Background: an optimization exercise with open tools, aiming at small area, a short achievable clock period and few clock cycles. Do not read the settings as production practice. No functional check of the RTL was part of any run shown here. Power is estimated from default activity; no workload was simulated.

--- flow/design.v ---
`default_nettype none
package elx_pkg;
  localparam logic [1:0] RUN_NONE  = 2'd0;
  localparam logic [1:0] RUN_NUM   = 2'd1;
  localparam logic [1:0] RUN_LOWER = 2'd2;
  localparam logic [1:0] RUN_UPPER = 2'd3;
  localparam logic [3:0] TK_LPAREN   = 4'd0;
  localparam logic [3:0] TK_RPAREN   = 4'd1;
  localparam logic [3:0] TK_MUL      = 4'd2;
  localparam logic [3:0] TK_DIV      = 4'd3;
  localparam logic [3:0] TK_ADD      = 4'd4;
  localparam logic [3:0] TK_SUB      = 4'd5;
  localparam logic [3:0] TK_MOD      = 4'd6;
  localparam logic [3:0] TK_ASSIGN   = 4'd7;
  localparam logic [3:0] TK_NUMBER   = 4'd8;
  localparam logic [3:0] TK_PRINT    = 4'd9;
  localparam logic [3:0] TK_READ     = 4'd10;
  localparam logic [3:0] TK_VARIABLE = 4'd11;
  localparam logic [3:0] TK_FUNCTION = 4'd12;
  localparam logic [3:0] TK_ERROR    = 4'd13;
  localparam logic [7:0] CH_SPACE  = 8'h20;
  localparam logic [7:0] CH_NL     = 8'h0A;
  localparam logic [7:0] CH_LPAREN = 8'h28;
  localparam logic [7:0] CH_RPAREN = 8'h29;
  localparam logic [7:0] CH_STAR   = 8'h2A;
  localparam logic [7:0] CH_SLASH  = 8'h2F;
  localparam logic [7:0] CH_PLUS   = 8'h2B;
  localparam logic [7:0] CH_MINUS  = 8'h2D;
  localparam logic [7:0] CH_PCT    = 8'h25;
  localparam logic [7:0] CH_EQ     = 8'h3D;
  localparam logic [39:0] KW_PRINT = 40'h74_6E69_7270;
  localparam logic [31:0] KW_READ  = 32'h6461_6572;
  localparam logic [30:0] VALUE_MAX = '1;
  localparam logic [30:0] SAT_EDGE  = 31'd214748364;
endpackage
`default_nettype wire
`default_nettype none
module expression_lexer_core #(
  parameter int MAX_NAME_CHARS = 8,
  parameter int LINE_BITS      = 16
) (
  input  logic        clk,
  input  logic        rst_n,
  input  logic        in_valid,
  output logic        in_stall,
  input  logic [7:0]  in_char_code,
  input  logic        in_end_of_source,
  output logic        out_valid,
  input  logic        out_stall,
  output logic [3:0]  out_token_kind,
  output logic [30:0] out_number_value,
  output logic [63:0] out_name_chars,
  output logic [3:0]  out_name_length,
  output logic        out_name_truncated,
  output logic        out_number_overflow,
  output logic [15:0] out_line_number,
  output logic        out_last_of_run
);
  localparam logic [1:0] RUN_NONE  = elx_pkg::RUN_NONE;
  localparam logic [1:0] RUN_NUM   = elx_pkg::RUN_NUM;
  localparam logic [1:0] RUN_LOWER = elx_pkg::RUN_LOWER;
  localparam logic [1:0] RUN_UPPER = elx_pkg::RUN_UPPER;
  function automatic logic [1:0] byte_class(input logic [7:0] c);
    if (c >= 8'h30 && c <= 8'h39)      byte_class = RUN_NUM;
    else if (c >= 8'h61 && c <= 8'h7A) byte_class = RUN_LOWER;
    else if (c >= 8'h41 && c <= 8'h5A) byte_class = RUN_UPPER;
    else                               byte_class = RUN_NONE;
  endfunction
  function automatic logic [3:0] sym_kind(input logic [7:0] c);
    case (c)
      elx_pkg::CH_LPAREN: sym_kind = elx_pkg::TK_LPAREN;
      elx_pkg::CH_RPAREN: sym_kind = elx_pkg::TK_RPAREN;
      elx_pkg::CH_STAR:   sym_kind = elx_pkg::TK_MUL;
      elx_pkg::CH_SLASH:  sym_kind = elx_pkg::TK_DIV;
      elx_pkg::CH_PLUS:   sym_kind = elx_pkg::TK_ADD;
      elx_pkg::CH_MINUS:  sym_kind = elx_pkg::TK_SUB;
      elx_pkg::CH_PCT:    sym_kind = elx_pkg::TK_MOD;
      elx_pkg::CH_EQ:     sym_kind = elx_pkg::TK_ASSIGN;
      default:            sym_kind = elx_pkg::TK_ERROR;
    endcase
  endfunction
  localparam int IBW = 9;
  logic           ib_v0_r, ib_v1_r;
  logic [IBW-1:0] ib_d0_r, ib_d1_r;
  logic [IBW-1:0] in_word;
  logic           accept;
  logic           pop;
  assign in_stall = ib_v1_r;
  assign accept   = in_valid & ~ib_v1_r;
  assign in_word  = {in_end_of_source, in_char_code};
  always_ff @(posedge clk) begin
    if (!rst_n) begin
      ib_v0_r <= 1'b0;
      ib_v1_r <= 1'b0;
    end else if (pop) begin
      ib_v0_r <= ib_v1_r | accept;
      ib_v1_r <= ib_v1_r & accept;
    end else begin
      ib_v0_r <= ib_v0_r | accept;
      ib_v1_r <= ib_v1_r | (ib_v0_r & accept);
    end
  end
  always_ff @(posedge clk) begin
    if (pop) begin
      ib_d0_r <= ib_v1_r ? ib_d1_r : in_word;
    end else if (!ib_v0_r) begin
      ib_d0_r <= in_word;
    end
    if (!ib_v1_r) begin
      ib_d1_r <= in_word;
    end
  end
  logic [1:0]  mode_r;       
  logic        fin_r;        
  logic [63:0] x_r;          
  logic [3:0]  len_r;        
  logic        flag_r;       
  logic [15:0] line_r;       
  logic        pend_r;       
  logic        sl_v_r;       
  logic [3:0]  sl_k_r;
  logic        o_v_r;        
  logic [3:0]  o_kind_r;
  logic        o_last_r;
  logic        o_num_r;      
  logic [7:0]  o_lane_r;     
  logic [7:0] b;
  logic       eos;
  logic [1:0] cls;
  logic       cont, flush_a, sym, newrun;
  logic       o_free, split, close, wait_sl, bs, sel_r;
  logic       is_num, is_low, is_up, is_nl, is_run;
  assign b         = ib_d0_r[7:0];
  assign eos       = ib_d0_r[8];
  assign is_num    = byte_class(b) == RUN_NUM;
  assign is_low    = byte_class(b) == RUN_LOWER;
  assign is_up     = byte_class(b) == RUN_UPPER;
  assign is_nl     = b == elx_pkg::CH_NL;
  assign is_run    = is_num | is_low | is_up;
  assign cls       = {is_low | is_up, is_num | is_up};
  assign cont      = (is_num & (mode_r == RUN_NUM)) | (is_low & (mode_r == RUN_LOWER))
                   | (is_up & (mode_r == RUN_UPPER));
  assign flush_a   = ~cont && (mode_r != RUN_NONE);
  assign sym       = ~is_run && (b != elx_pkg::CH_SPACE) && ~is_nl;
  assign newrun    = is_run && ~cont;
  assign o_free  = ~o_v_r | ~out_stall;
  assign split   = ib_v0_r & flush_a & newrun;
  assign close   = fin_r | split;
  assign wait_sl = sl_v_r & newrun & eos;
  assign bs      = o_free & ib_v0_r & ~close & ~wait_sl;
  assign pop     = bs;
  assign sel_r   = fin_r | (ib_v0_r & flush_a);
  logic        sat;
  logic [30:0] acc10;
  assign sat   = (x_r[30:0] > elx_pkg::SAT_EDGE)
              || (x_r[30:0] == elx_pkg::SAT_EDGE && b[3:0] > 4'd7);
  assign acc10 = {x_r[27:0], 3'b000} + {x_r[29:0], 1'b0} + {27'd0, b[3:0]};
  always_ff @(posedge clk) begin
    for (int i = 1; i < 8; i++) begin
      if (len_r == 4'(i)) x_r[8*i +: 8] <= b;
    end
    if (bs) begin
      if (newrun) begin
        flag_r <= 1'b0;
        if (is_num) begin
          x_r[30:0] <= {27'd0, b[3:0]};
          len_r     <= 4'd0;
        end else begin
          x_r[7:0] <= b;
          len_r    <= 4'd1;
        end
      end else if (cont) begin
        if (mode_r == RUN_NUM) begin
          x_r[30:0] <= sat ? elx_pkg::VALUE_MAX : acc10;
          flag_r    <= flag_r | sat;
        end else if (len_r[3]) begin
          flag_r <= 1'b1;
        end else begin
          len_r <= len_r + 4'd1;
        end
      end
    end
  end
  always_ff @(posedge clk) begin
    if (!rst_n) begin
      mode_r <= RUN_NONE;
      fin_r  <= 1'b0;
    end else if (o_free) begin
      if (close) begin
        mode_r <= RUN_NONE;
        fin_r  <= 1'b0;
      end else if (bs) begin
        if (cont) begin
          fin_r <= eos;
        end else begin
          mode_r <= eos ? RUN_NONE : cls;
        end
      end
    end
  end
  logic       kw_print, kw_read, r_name;
  logic [3:0] r_kind;
  logic [7:0] r_lane;
  assign kw_print = (len_r == 4'd5) && (x_r[39:0] == elx_pkg::KW_PRINT) && !flag_r;
  assign kw_read  = (len_r == 4'd4) && (x_r[31:0] == elx_pkg::KW_READ) && !flag_r;
  assign r_name   = mode_r[1] && !(mode_r == RUN_LOWER && (kw_print || kw_read));
  always_comb begin
    case (mode_r)
      RUN_NUM:   r_kind = elx_pkg::TK_NUMBER;
      RUN_UPPER: r_kind = elx_pkg::TK_FUNCTION;
      default:   r_kind = kw_print ? elx_pkg::TK_PRINT
                        : kw_read  ? elx_pkg::TK_READ : elx_pkg::TK_VARIABLE;
    endcase
    for (int i = 0; i < 8; i++) r_lane[i] = r_name && (len_r > 4'(i));
  end
  logic [3:0] b_kind;
  always_comb begin
    case (cls)
      RUN_NUM:   b_kind = elx_pkg::TK_NUMBER;
      RUN_LOWER: b_kind = elx_pkg::TK_VARIABLE;
      RUN_UPPER: b_kind = elx_pkg::TK_FUNCTION;
      default:   b_kind = sym_kind(b);
    endcase
  end
  always_ff @(posedge clk) begin
    if (!rst_n) begin
      o_v_r  <= 1'b0;
      sl_v_r <= 1'b0;
      line_r <= 16'd1;
      pend_r <= 1'b0;
    end else if (o_free) begin
      o_v_r  <= close | sl_v_r | (bs & (flush_a | sym | (newrun & eos)));
      sl_v_r <= bs & sym & (sl_v_r | flush_a);
      if (line_r != 16'hFFFF) line_r <= line_r + 16'(pend_r);
      pend_r <= bs & is_nl;
    end
  end
  always_ff @(posedge clk) begin
    if (o_free) begin
      sl_k_r <= sym_kind(b);
      if (sel_r) begin
        o_kind_r <= r_kind;
        o_last_r <= fin_r | ~(sym | (newrun & eos));
        o_num_r  <= (mode_r == RUN_NUM);
        o_lane_r <= r_lane;
      end else if (sl_v_r) begin
        o_kind_r <= sl_k_r;
        o_last_r <= 1'b1;
        o_num_r  <= 1'b0;
        o_lane_r <= 8'd0;
      end else begin
        o_kind_r <= b_kind;
        o_last_r <= 1'b1;
        o_num_r  <= (cls == RUN_NUM);
        o_lane_r <= {7'd0, cls[1]};
      end
    end
  end
  always_comb begin
    for (int i = 0; i < 8; i++) out_name_chars[8*i +: 8] = x_r[8*i +: 8] & {8{o_lane_r[i]}};
  end
  assign out_valid           = o_v_r;
  assign out_token_kind      = o_kind_r;
  assign out_number_value    = x_r[30:0] & {31{o_num_r}};
  assign out_name_length     = len_r & {4{o_lane_r[0]}};
  assign out_name_truncated  = flag_r & o_lane_r[0];
  assign out_number_overflow = flag_r & o_num_r;
  assign out_line_number     = line_r;
  assign out_last_of_run     = o_last_r;
endmodule
`default_nettype wire
--- flow/flow/run.sh ---
#!/bin/bash
# Standard synthesis unchanged, then the standard layout with every port
# buffered by a buf_2 (instead of the delay buffer buffer_ports picks).
set -euo pipefail
bash standard.sh synth > synth.log 2>&1
bash standard.sh "BUFFER_PORTS_ARGS=-buffer_cell sky130_fd_sc_hd__buf_2" finish > layout.log 2>&1
--- flow/constraint.sdc ---
create_clock -name core_clock -period 7.0 [get_ports {clk}]
set_input_delay 1.4000 -clock core_clock [delete_from_list [all_inputs] [get_ports {clk}]]
set_output_delay 1.4000 -clock core_clock [all_outputs]
set_load 0.01 [all_outputs]
--- flow/standard.sh ---
#!/bin/bash
# synth_recipe.tcl (not shown) runs the flow's synth.tcl, then flattens the netlist and writes it again
# the make line also repeats each setting of config.mk as NAME=value (left out here)
make -C /OpenROAD-flow-scripts/flow DESIGN_CONFIG=/design/flow/config.mk WORK_HOME=/design/flow/orfs CLKGATE_MAP_FILE= SYNTH_SCRIPT=/design/flow/synth_recipe.tcl "${@:-finish}"
--- flow/config.mk ---
export PLATFORM = sky130hd
export DESIGN_NAME = expression_lexer_core
export DESIGN_NICKNAME = expression_lexer_core
export VERILOG_FILES = /design/flow/design.v
export SDC_FILE = /design/flow/constraint.sdc
export NUM_CORES = 4
export LEC_CHECK = 0
export ABC_AREA = 1
export CAP_MARGIN = 20
export CORE_MARGIN = 2
export CORE_UTILIZATION = 40
export SETUP_SLACK_MARGIN = 4.2
export SLEW_MARGIN = 20
==> out/qor.yml, run 1 <==
grtUsageMet2: 0.3985
fin_nets: 1578
regArea_um2: 3332
r2r_start: "ib_d0_r[2]"
core_area_um2: 22780
startpoint_type: "flip-flop"
maxCapViolations: 0
worstSetupEndpointType: "output pin"
multi_input_area_um2: 5202
start_util: 0.4098
diodes: 0
grt_max_degree: 26
rrSetupSlack_ns: 4.34
max_freq_mhz: 353.0
netlist.area_leader.share: 0.2348
leakagePower_nw: 6.114
io_pins: 137
vias_per_cell: 5.238
fin_hold_ws_ns: 0.4689
cts.sinks: 129
ys_seq_area_frac: 0.3549
clk_latency_ns: 0.42
vdd_drop_max_mv: 0.1699
worst_pin_slew_ns: 0.6891
status: "finished clean"
area.growth.synth_to_final_pct: 24.30
worstSetupStartpoint: "o_num_r"
die_y_um: 156.8
finish.cell_count_without_fillers: 1826
clk_pin_slew_ns: 0.06
drive_gt1_frac: 0.2135
fin_crit_sh: 0.4047
die_w_um: 156.8
vias: 9565
crit_end: "out_number_overflow"
utilization: 0.5094
wl_um: 30830
setup_tns_ns: 0
h-tree-depth: 4
grt_use_met3: 0.04237
max_slew_margin: 0.5389
postCtsHoldBufs: 0
skew_ns: 0.01084
drcViolationCount: 0
rsz0062_at_grt: "yes"
hold_class: "flip-flop to flip-flop"
synth_warnings: 1
syn_nets: 1404
fin_crit_ns: 2.833
reg2reg_depth: 12
worstPathRequired_ns: 5.60
nFillCells: 2314
clock_path_buffers: 2
initialDrtViolationCount: 1022
cts_tree: "yes"
setup_viol: 0
wire_per_inst_um: 16.88
critPathArrivalTime_ns: 1.43
ys_types: 44
grt_first_pass_wirelength_um: 47400
ys_ff_latch: 129
num_rows: 55
cp_max_fo: 7
place_hpwl_um: 22160
p_per_area_nw_per_um2: 372.4
grt_overflow: 0
grt.met1_usage: 0.3535
r2r_end: "x_r[3]"
gp_congestion: 0.9531
synth_area_leader_cell: "edfxtp_1"
dp_cells: 1749
die_area_um2: 24580
syn_inst: 1326
synth_area_um2: 9335
antenna_found_initial: 0
numCtsBuffers: 17
synth_area_leaders: "edfxtp_1 23%, nand2_1 15%, dfxtp_1 12%"
critical_path_class: "flip-flop to output pin"
dr.pass1.iters: 7
grt_pass1_vias: 8680
slew_violations: 0
hold_viol_final: 0
syn_avg_cell_area_um2: 7.040
ant_nets: 0
grt_busiest_layer: "met2"
clk_root_buffer_cell: "clkbuf_16"
grtUsageTotal: 0.2503
port_buffers: 136
cells in the final DEF, fill, tap and decap left out, drive strengths merged:
master | netlist | layout
o21a | 3 | 3
a21oi | 60 | 60
xnor2 | 8 | 8
fa | 2 | 2
nor3 | 29 | 29
nor4 | 10 | 10
nor2 | 105 | 107
nor3b | 3 | 3
a31oi | 7 | 7
o211ai | 4 | 4
ha | 63 | 63
o22ai | 3 | 3
nand2 | 381 | 381
xor2 | 12 | 12
nand3 | 87 | 87
clkinv | 0 | 6
buf | 5 | 180
o21ai | 95 | 95
o21bai | 2 | 2
a21o | 4 | 4
nand4 | 41 | 41
dfxtp | 56 | 56
or2 | 4 | 4
nor4b | 1 | 1
a31o | 5 | 5
and3 | 3 | 3
edfxtp | 73 | 73
bufinv | 0 | 4
inv | 230 | 232
nand3b | 4 | 4
o221ai | 2 | 2
clkbuf | 24 | 22
final cells by class:
type / instances / share of cell area
Clock buffer: 20 / 0.04033
Clock inverter: 12 / 0.01542
Inverter: 230 / 0.07440
Multi-Input combinational cell: 940 / 0.4484
Sequential cell: 129 / 0.2871
Tap cell: 313 / 0.03375
Timing Repair Buffer: 182 / 0.1006
Yosys cell counts:
master    count
nor2_2        3
o21ai_2       7
and3_1        3
dfxtp_1      56
o21a_1        3
nand3_1      83
a31o_2        5
o21ai_0      87
clkbuf_1     23
nand2_2       7
inv_1       223
a31oi_1       7
inv_2         7
nor3b_1       3
nor3_1       29
nand3_2       3
or2_2         4
nor4b_1       1
a21o_1        4
xnor2_1       8
clkbuf_2      1
o21bai_1      2
nor2_8        2
nand4_1      39
nand3_4       1
nand3b_4      1
nand3b_1      3
a21oi_1      60
nand2_1     370
nor4_1       10
nand2_4       4
nor2_1       97
ha_1         63
edfxtp_1     73
nor2_4        3
o22ai_1       3
fa_1          2
o21ai_1       1
nand4_2       2
buf_6         3
xor2_1       12
o221ai_1      2
o211ai_1      4
buf_4         2
what timing repair did:
| action | CTS | global route |
|---|---|---|
| cloned | 2 | 2 |
| pin swaps | 3 | 9 |
| setup endpoints to repair | 90 | 88 |
| resized for setup | 7 | 72 |
| buffers inserted | 26 | 15 |
logic make-up (layout without fill, tap and decap cells):
family | count (synthesis) | after routing | synth area share
adder cells (fa/ha/maj) | 65 | 65 | 0.08873
flip-flops | 129 | 129 | 0.3549
buffers and inverters | 259 | 444 | 0.1075
AO/OA/AOI/OAI | 185 | 185 | 0.1096
AND/OR/NAND/NOR | 668 | 670 | 0.3205
XOR/XNOR | 20 | 20 | 0.01876
sequential cells by signal, indices dropped and copies added (netlist names):
signal / flops
o_lane_r: 8
sl_k_r: 4
mode_r: 2
x_r: 64
o_last_r: 1
sl_v_r: 1
fin_r: 1
pend_r: 1
flag_r: 1
o_v_r: 1
o_num_r: 1
ib_v0_r: 1
o_kind_r: 4
ib_v1_r: 1
ib_d1_r: 9
len_r: 4
ib_d0_r: 9
line_r: 16
per-stage QoR:
stage          instance area (um2)  setup slack [ns]  power [mW]
6_report                     11600             4.167       4.321
5_1_grt                      11600             4.149       4.625
4_1_cts                      11200             4.190       4.170
3_5_place_dp                 10310             3.653       3.128
3_3_place_gp                 10290             3.710       3.115
2_1_floorplan                 9345             4.241       2.500
worst min-delay path by stage:
stage | start | end | slack, ns | cells past startpoint
after global routing | ib_d1_r[2] | ib_d1_r[2] | 0.51 | 2
after detailed placement | ib_d1_r[1] | ib_d1_r[1] | 0.46 | 2
after global placement | ib_d1_r[6] | ib_d1_r[6] | 0.45 | 2
after floorplan | ib_d1_r[7] | ib_d1_r[7] | 0.43 | 2
final | ib_d1_r[1] | ib_d1_r[1] | 0.47 | 2
after CTS | ib_d1_r[1] | ib_d1_r[1] | 0.48 | 2
power by group:
part	leakage, nW	switching [mW]	internal [mW]
clock network	0.320	0.343	0.629
registers	1.16	0.241	0.961
logic	4.63	1.37	0.779
critical path, cell delays in order, from the launching register on:
cell and delay, ns:
edfxtp_1 0.43, buf_12 0.18, buf_12 0.15, nand2_1 0.07, inv_1 0.05, buf_2 0.13
metal layers:
layer,vias up,share of wire
li1,4702,-
met1,4427,0.46
met2,397,0.45
met3,39,0.073
met4,0,0.018
met5,-,0
==> run 2: changes to the inputs <==
--- a/flow/config.mk
+++ b/flow/config.mk
@@ -9,5 +9,6 @@
 export CAP_MARGIN = 20
 export CORE_MARGIN = 2
 export CORE_UTILIZATION = 40
+export CTS_BUF_LIST = sky130_fd_sc_hd__clkbuf_8
 export SETUP_SLACK_MARGIN = 4.2
 export SLEW_MARGIN = 20
==> run 2 against run 1 <==
Combinational power increased by 3%. Utilization increased by 0.42 points. Register-to-register slack about the same. Critical path type unchanged. Largest power group unchanged.
==> out/qor.yml, run 2 <==
io_pins: 137  # unchanged
initialDrtViolationCount: 867  # -15%
start_util: 0.4098  # unchanged
slew_violations: 0  # unchanged
grt_pass1_vias: 8687  # +0.081%
skew_ns: 0.01364  # +0.002802 ns
p_per_area_nw_per_um2: 357.3  # -4.1%
async_flop_share: 0  # unchanged
synth-simple-area-share: 0.3205  # unchanged
critPathArrivalTime_ns: 1.45  # +0.02 ns
maxCapViolations: 0  # unchanged
place_area_um2: 10310  # unchanged
clk_pin_slew_ns: 0.08  # +0.02 ns
clk_latency_ns: 0.45  # +0.03 ns
leakagePower_nw: 6.165  # +0.84%
cts.sinks: 129  # unchanged
vdd_drop_max_mv: 0.1529  # -10%
critical_path_class: "flip-flop to output pin"
diodes: 0  # unchanged
netlist.area_leader.share: 0.2348  # unchanged
wire_per_inst_um: 16.82  # -0.34%
fin_nets: 1585  # +0.44%
synth_area_leaders: "edfxtp_1 23%, nand2_1 15%, dfxtp_1 12%"
synth_fa_ha_area_frac: 0.08873  # unchanged
worst_pin_slew_ns: 0.6637  # -0.02533 ns
clk_root_buffer_cell: "clkbuf_8"
synth_common_cells: "370 x nand2_1, 223 x inv_1, 97 x nor2_1"
max_flop_register: "x_r"
cp_slowest_cell: "edfxtp_1"
yosysMostFrequentCell: "nand2_1"
grtUsageTotal: 0.2474  # -0.002834
largest_reg_flops: 64  # unchanged
reg_top3: "x_r: 64 flops, line_r: 16 flops"
core_area_um2: 22780  # unchanged
rsz0062_at_grt: "yes"
gp_congestion: 0.9531  # unchanged
ys_types: 44  # unchanged
wl_um: 30840  # about the same
synthXorXnorAreaFrac: 0.01876  # unchanged
die_y_um: 156.8  # unchanged
grt_first_pass_wirelength_um: 47110  # -0.61%
drcViolationCount: 0  # unchanged
max_freq_mhz: 350.7  # -0.65%
crit_path_cell_trace: "buf_12 -> clkbuf_16 -> nand2_1 -> inv_1 -> buf_2"
synth_warnings: 1  # unchanged
synth_compound_area_frac: 0.1096  # unchanged
worstPathRequired_ns: 5.60  # about the same
numCtsBuffers: 17  # unchanged
hold_viol_final: 0  # unchanged
startpoint_type: "flip-flop"
place_hpwl_um: 22160  # unchanged
fin_crit_ns: 2.851  # +0.01856 ns
synth_edf_count: 73  # unchanged
cp_slowest_stage_delay_ns: 0.41  # -0.02 ns
syn_avg_cell_area_um2: 7.040  # unchanged
status: "finished clean"
h-tree-depth: 4  # unchanged
postCtsHoldBufs: 0  # unchanged
synth_mux_area_frac: 0  # unchanged
port_buffers: 136  # unchanged
area.growth.synth_to_final_pct: 25.33
stdcell_area_um2: 11700  # +0.83%
num_rows: 55  # unchanged
cp_max_fo: 6  # -1
synthFlopType: "edfxtp_1"
ant_nets: 0  # unchanged
grt_max_degree: 26  # unchanged
clock_path_buffers: 2  # unchanged
ys_ff_latch: 129  # unchanged
die_area_um2: 24580  # unchanged
hold_class: "flip-flop to flip-flop"
die_w_um: 156.8  # unchanged
worstSetupEndpointType: "output pin"
synth_top_family_by_area: "simple AND/OR/NAND/NOR gates"
antenna_found_initial: 0  # unchanged
max_slew_margin: 0.5559  # +0.01695
syn_inst: 1326  # unchanged
finalPower_mw: 4.180  # -3.3%
setup_tns_ns: 0  # unchanged
cp_top_family: "buffers and inverters"
fin_crit_sh: 0.4073  # +0.002651
dr.pass1.iters: 6  # -1
final_common_cell: "nand2_1"
final_cell_mix: "338 x nand2_1, 204 x inv_1, 117 x buf_2"
grt_overflow: 0  # unchanged
syn_nets: 1404  # unchanged
ys_seq_area_frac: 0.3549  # unchanged
synth_area_leader_cell: "edfxtp_1"
setup_viol: 0  # unchanged
vias_per_cell: 5.253  # +0.27%
synth_area_um2: 9335  # unchanged
drive_gt1_frac: 0.2342  # +0.02073
cts_tree: "yes"
vias: 9628  # +0.66%
crit_buf_inv: 4  # unchanged
[run 2: cell count changes in the layout (fill, tap and decap cells not counted), sizes merged]
cell	before	now
buf	180	188
inv	232	233
bufinv	4	5
clkbuf	22	19
[run 2: path summary, 6_finish.rpt]
kind         slack [ns]       start              endpoint  depth (start not counted)
max                4.15     o_num_r  out_number_value[10]                          5
min                0.47  ib_d1_r[1]            ib_d1_r[1]                          2
max reg2reg        4.33  ib_d0_r[3]               x_r[15]                         13
min reg2reg        0.47  ib_d1_r[1]            ib_d1_r[1]                          2
[run 2: repair_timing]
item | 4_1_cts | 5_1_grt
setup buffers | 29 | 17
gates resized for setup | 20 | 113
setup endpoints to repair | 103 | 109
pin swaps | 1 | 10
cloned | 4 | 2
[run 2: logic make-up (layout without fill, tap and decap cells)]
family,Yosys count,in the layout
AO/OA/AOI/OAI,185,185
flip-flops,129,129
XOR/XNOR,20,20
buffers and inverters,259,451
AND/OR/NAND/NOR,668,670
adder cells (fa/ha/maj),65,65
[run 2: layer usage]
layer	track usage	up-vias	wire length [um]
met4	0.05461	0	484
met1	0.3514	4435	13810
met5	0	-	0
met3	0.03655	39	2295
li1	-	4711	-
met2	0.3985	443	14250
[run 2: power breakdown]
group          internal [mW]  leakage (nW)  switching, mW
registers              0.960          1.16          0.253
clock network          0.434         0.239          0.315
logic                  0.824          4.77           1.39
[run 2: area by class of cell]
cell class | instances | area [um2]
clock buffer | 18 | 247.7
sequential | 129 | 3333
tap | 313 | 391.6
multi-input combinational | 940 | 5296
fill | 2298 | 11080
clock inverter | 14 | 212.7
inverter | 230 | 865.8
timing repair buffer | 189 | 1353
[run 2: worst min-delay path: stages, from the launching register on]
cell and delay (ns):
dfxtp_1 0.31, nand2_1 0.04, o21ai_0 0.08
[run 2: metrics by stage]
| step | hold slack, ns | setup WS (ns) | utilization | instances |
|---|---|---|---|---|
| after global placement | 0.4517 | 3.710 | 0.4519 | 1748 |
| after detailed placement | 0.4633 | 3.653 | 0.4525 | 1749 |
| final | 0.4722 | 4.149 | 0.5137 | 1833 |
| after global routing | 0.5131 | 4.078 | 0.5137 | 1833 |
| after floorplan | 0.4337 | 4.241 | - | 1326 |
| after CTS | 0.4811 | 4.128 | 0.4897 | 1814 |
==> run 3: changes to the inputs <==
--- a/flow/config.mk
+++ b/flow/config.mk
@@ -10,5 +10,5 @@
 export CORE_MARGIN = 2
 export CORE_UTILIZATION = 40
 export CTS_BUF_LIST = sky130_fd_sc_hd__clkbuf_8
-export SETUP_SLACK_MARGIN = 4.2
+export SETUP_SLACK_MARGIN = 4.35
 export SLEW_MARGIN = 20
==> run 3 against run 2 <==
Global-route usage increased by 0.63 points. Utilization increased by 2.5 points. Worst hold slack improved by 0.0032 ns. Sequential power increased by 3%. Cell count increased by 1.4%. Die area unchanged. Largest power group unchanged.
==> out/qor.yml, run 3 <==
hold_class: "flip-flop to flip-flop"
drive_gt1_frac: 0.2841  # +0.04993
p_per_area_nw_per_um2: 353.2  # -1.1%
final_cell_mix: "326 x nand2_1, 190 x inv_1, 104 x buf_2"
wire_per_inst_um: 17.28  # +2.7%
crit_path_cell_trace: "buf_12 -> clkbuf_16 -> nand2_4 -> inv_2 -> buf_6"
postCtsHoldBufs: 0  # unchanged
worstSetupStartpoint: "o_num_r"
grt_overflow: 0  # unchanged
r2r_end: "x_r[17]"
leakagePower_nw: 6.329  # +2.7%
num_rows: 55  # unchanged
wl_um: 32110  # +4.1%
clk_latency_ns: 0.46  # about the same
initialDrtViolationCount: 1041  # +20%
place_area_um2: 10320  # +0.11%
die_w_um: 156.8  # unchanged
synth_common_cells: "370 x nand2_1, 223 x inv_1, 97 x nor2_1"
worstPathRequired_ns: 5.60  # about the same
vias_per_cell: 5.298  # +0.87%
gp_congestion: 0.9579  # +0.50%
reg_top3: "x_r: 64 flops, line_r: 16 flops"
critical_path_class: "flip-flop to output pin"
rsz0062_at_grt: "yes"
start_util: 0.4098  # unchanged
fin_nets: 1610  # +1.6%
numCtsBuffers: 17  # unchanged
ys_types: 44  # unchanged
synth_area_leader_cell: "edfxtp_1"
pre_cts_ws_ns: 3.792  # +0.1393 ns
cts_tree: "yes"
ant_nets: 0  # unchanged
crit_end: "out_number_value[13]"
stdcell_area_um2: 12260  # +4.8%
grtUsageTotal: 0.2537  # +0.006271
layout_setup_ws_ns: 4.167  # +0.01852 ns
max_freq_mhz: 353.0  # +0.65%
max_slew_margin: 0.5413  # -0.01452
reg2reg_depth: 13  # unchanged
maxCapViolations: 0  # unchanged
startpoint_type: "flip-flop"
async_flop_share: 0  # unchanged
syn_inst: 1326  # unchanged
grt_max_degree: 26  # unchanged
synth_edf_count: 73  # unchanged
grt_first_pass_wirelength_um: 47850  # +1.6%
largest_reg_flops: 64  # unchanged
core_area_um2: 22780  # unchanged
antenna_found_initial: 0  # unchanged
diodes: 0  # unchanged
vias: 9844  # +2.2%
r2r_start: "x_r[0]"
finish.cell_count_without_fillers: 1858  # +1.4%
clock_path_buffers: 2  # unchanged
area.growth.synth_to_final_pct: 31.34
synthFlopType: "edfxtp_1"
yosysMostFrequentCell: "nand2_1"
hold_viol_final: 0  # unchanged
synth_warnings: 1  # unchanged
drcViolationCount: 0  # unchanged
port_buffers: 136  # unchanged
slew_violations: 0  # unchanged
skew_ns: 0.01178  # -0.001868 ns
ys_ff_latch: 129  # unchanged
synth_area_um2: 9335  # unchanged
status: "finished clean"
worstSetupEndpointType: "output pin"
die_area_um2: 24580  # unchanged
cp_slowest_stage_delay_ns: 0.42  # about the same
setup_tns_ns: 0  # unchanged
netlist.area_leader.share: 0.2348  # unchanged
clk_pin_slew_ns: 0.07  # about the same
die_y_um: 156.8  # unchanged
ys_seq_area_frac: 0.3549  # unchanged
cts.sinks: 129  # unchanged
clk_root_buffer_cell: "clkbuf_8"
critPathArrivalTime_ns: 1.43  # -0.02 ns
syn_avg_cell_area_um2: 7.040  # unchanged
vdd_drop_max_mv: 0.1368  # -11%
fin_crit_sh: 0.4047  # -0.002646
synth_area_leaders: "edfxtp_1 23%, nand2_1 15%, dfxtp_1 12%"
final_common_cell: "nand2_1"
setup_viol: 0  # unchanged
rrSetupSlack_ns: 4.35  # +0.02 ns
max_flop_register: "x_r"
syn_nets: 1404  # unchanged
io_pins: 137  # unchanged
cp_slowest_cell: "edfxtp_1"
dr.pass1.iters: 8  # +2
cp_max_fo: 7  # +1
fin_crit_ns: 2.833  # -0.01852 ns
worst_pin_slew_ns: 0.6854  # +0.02170 ns
place_hpwl_um: 22460  # +1.4%
dp_cells: 1749  # unchanged
grt_pass1_vias: 8858  # +2.0%
h-tree-depth: 4  # unchanged
run 3: cell counts after synthesis:
Identical to the previous run, type by type.
run 3: worst max-delay path, delay by kind of cell (launching register included):
kind | cells | cell delay [ns]
buffers and inverters | 4 | 0.49
AND/OR/NAND/NOR | 1 | 0.06
flip-flops | 1 | 0.42
run 3: worst min-delay path by stage:
stage                    start         end  slack, ns  depth (start not counted)
finish              ib_d1_r[7]  ib_d1_r[7]       0.48                          2
global route        ib_d1_r[2]  ib_d1_r[2]       0.49                          2
CTS                 ib_d1_r[7]  ib_d1_r[7]       0.48                          2
detailed placement  ib_d1_r[3]  ib_d1_r[3]       0.46                          2
global placement    ib_d1_r[3]  ib_d1_r[3]       0.45                          2
floorplan           ib_d1_r[7]  ib_d1_r[7]       0.43                          2
run 3: metrics by stage:
step / hold WS, ns / util / power (mW)
5_1_grt: 0.4939 / 0.5383 / 4.616
6_report: 0.4755 / 0.5383 / 4.331
3_5_place_dp: 0.4578 / 0.4530 / 3.141
4_1_cts: 0.4764 / 0.4970 / 4.014
2_1_floorplan: 0.4337 / - / 2.501
3_3_place_gp: 0.4481 / 0.4523 / 3.143
run 3: repair_timing:
| item | 4_1_cts | 5_1_grt |
|---|---|---|
| setup buffers | 46 | 25 |
| pin swaps | 35 | 30 |
| endpoints found under the hold margin | 0 | 0 |
| endpoints found under the setup margin | 180 | 163 |
| gates resized for setup | 54 | 184 |
| cloned | 3 | 3 |
run 3: layout make-up:
type | count | area [um2]
sequential | 129 | 3369
clock inverter | 13 | 182.7
fill | 2165 | 10520
tap | 313 | 391.6
inverter | 230 | 870.8
clock buffer | 19 | 261.5
multi-input combinational | 940 | 5544
timing repair buffer | 214 | 1640
run 3: layer usage:
metal	wire [um]	share of wire	vias up	global-route usage
met5	0	0	-	0
met4	861	0.027	0	0.08956
met3	2717	0.085	58	0.05816
met2	14490	0.45	502	0.3878
met1	14040	0.44	4512	0.3510
li1	-	-	4772	-
run 3: power by group:
group | total [mW] | switching [mW] | internal (mW)
Clock | 0.730 | 0.322 | 0.408
Combinational | 2.35 | 1.46 | 0.897
Sequential | 1.25 | 0.272 | 0.974
run 3: logic make-up (layout without fill, tap and decap cells):
family	count (synthesis)	after routing	share of synthesized area
and+or+nand+nor	668	670	0.3205
buffers and inverters	259	476	0.1075
AOI/OAI and AO/OA	185	185	0.1096
xor gates and xnor gates	20	20	0.01876
DFF	129	129	0.3549
adders and majority gates	65	65	0.08873

==> separate check: timing with driven ports <==
In the flow no input, the clock included, has a driving cell. The finished layouts below were timed again as built, in two steps.
Step 1 (the two cells are an assumption about what drives the block):
set clk [get_ports {clk}]
set_driving_cell -lib_cell sky130_fd_sc_hd__clkbuf_16 $clk
set_driving_cell -lib_cell sky130_fd_sc_hd__buf_2 [delete_from_list [all_inputs] $clk]
Step 2 times the ports against the registers' clock, not the clock port: input delays grow and output delays shrink by t, the midpoint of the rising clock arrivals with the driver on.
Three values: ideal, step 1, step 2; two values: the first two.
| run | t (ns) | slack for setup (ns) | hold slack, ns | latest minus earliest clock arrival (ns) | worst register clock-pin slew, ns |
|---|---|---|---|---|---|
| run 1 | 0.461 | 4.167 / 4.123 / 3.932 | 0.469 / 0.469 / 0.469 | 0.011 / 0.011 | 0.06 / 0.06 |
| run 2 | 0.487 | 4.149 / 4.109 / 3.905 | 0.472 / 0.472 / 0.472 | 0.016 / 0.015 | 0.08 / 0.08 |
| run 3 | 0.494 | 4.167 / 4.128 / 4.036 | 0.475 / 0.475 / 0.475 | 0.012 / 0.012 | 0.09 / 0.09 |
After both steps setup and hold are still met in every run listed. The setup slack of run 2, which loses most, moves by -0.040 ns with the drivers and by -0.244 ns with both steps.
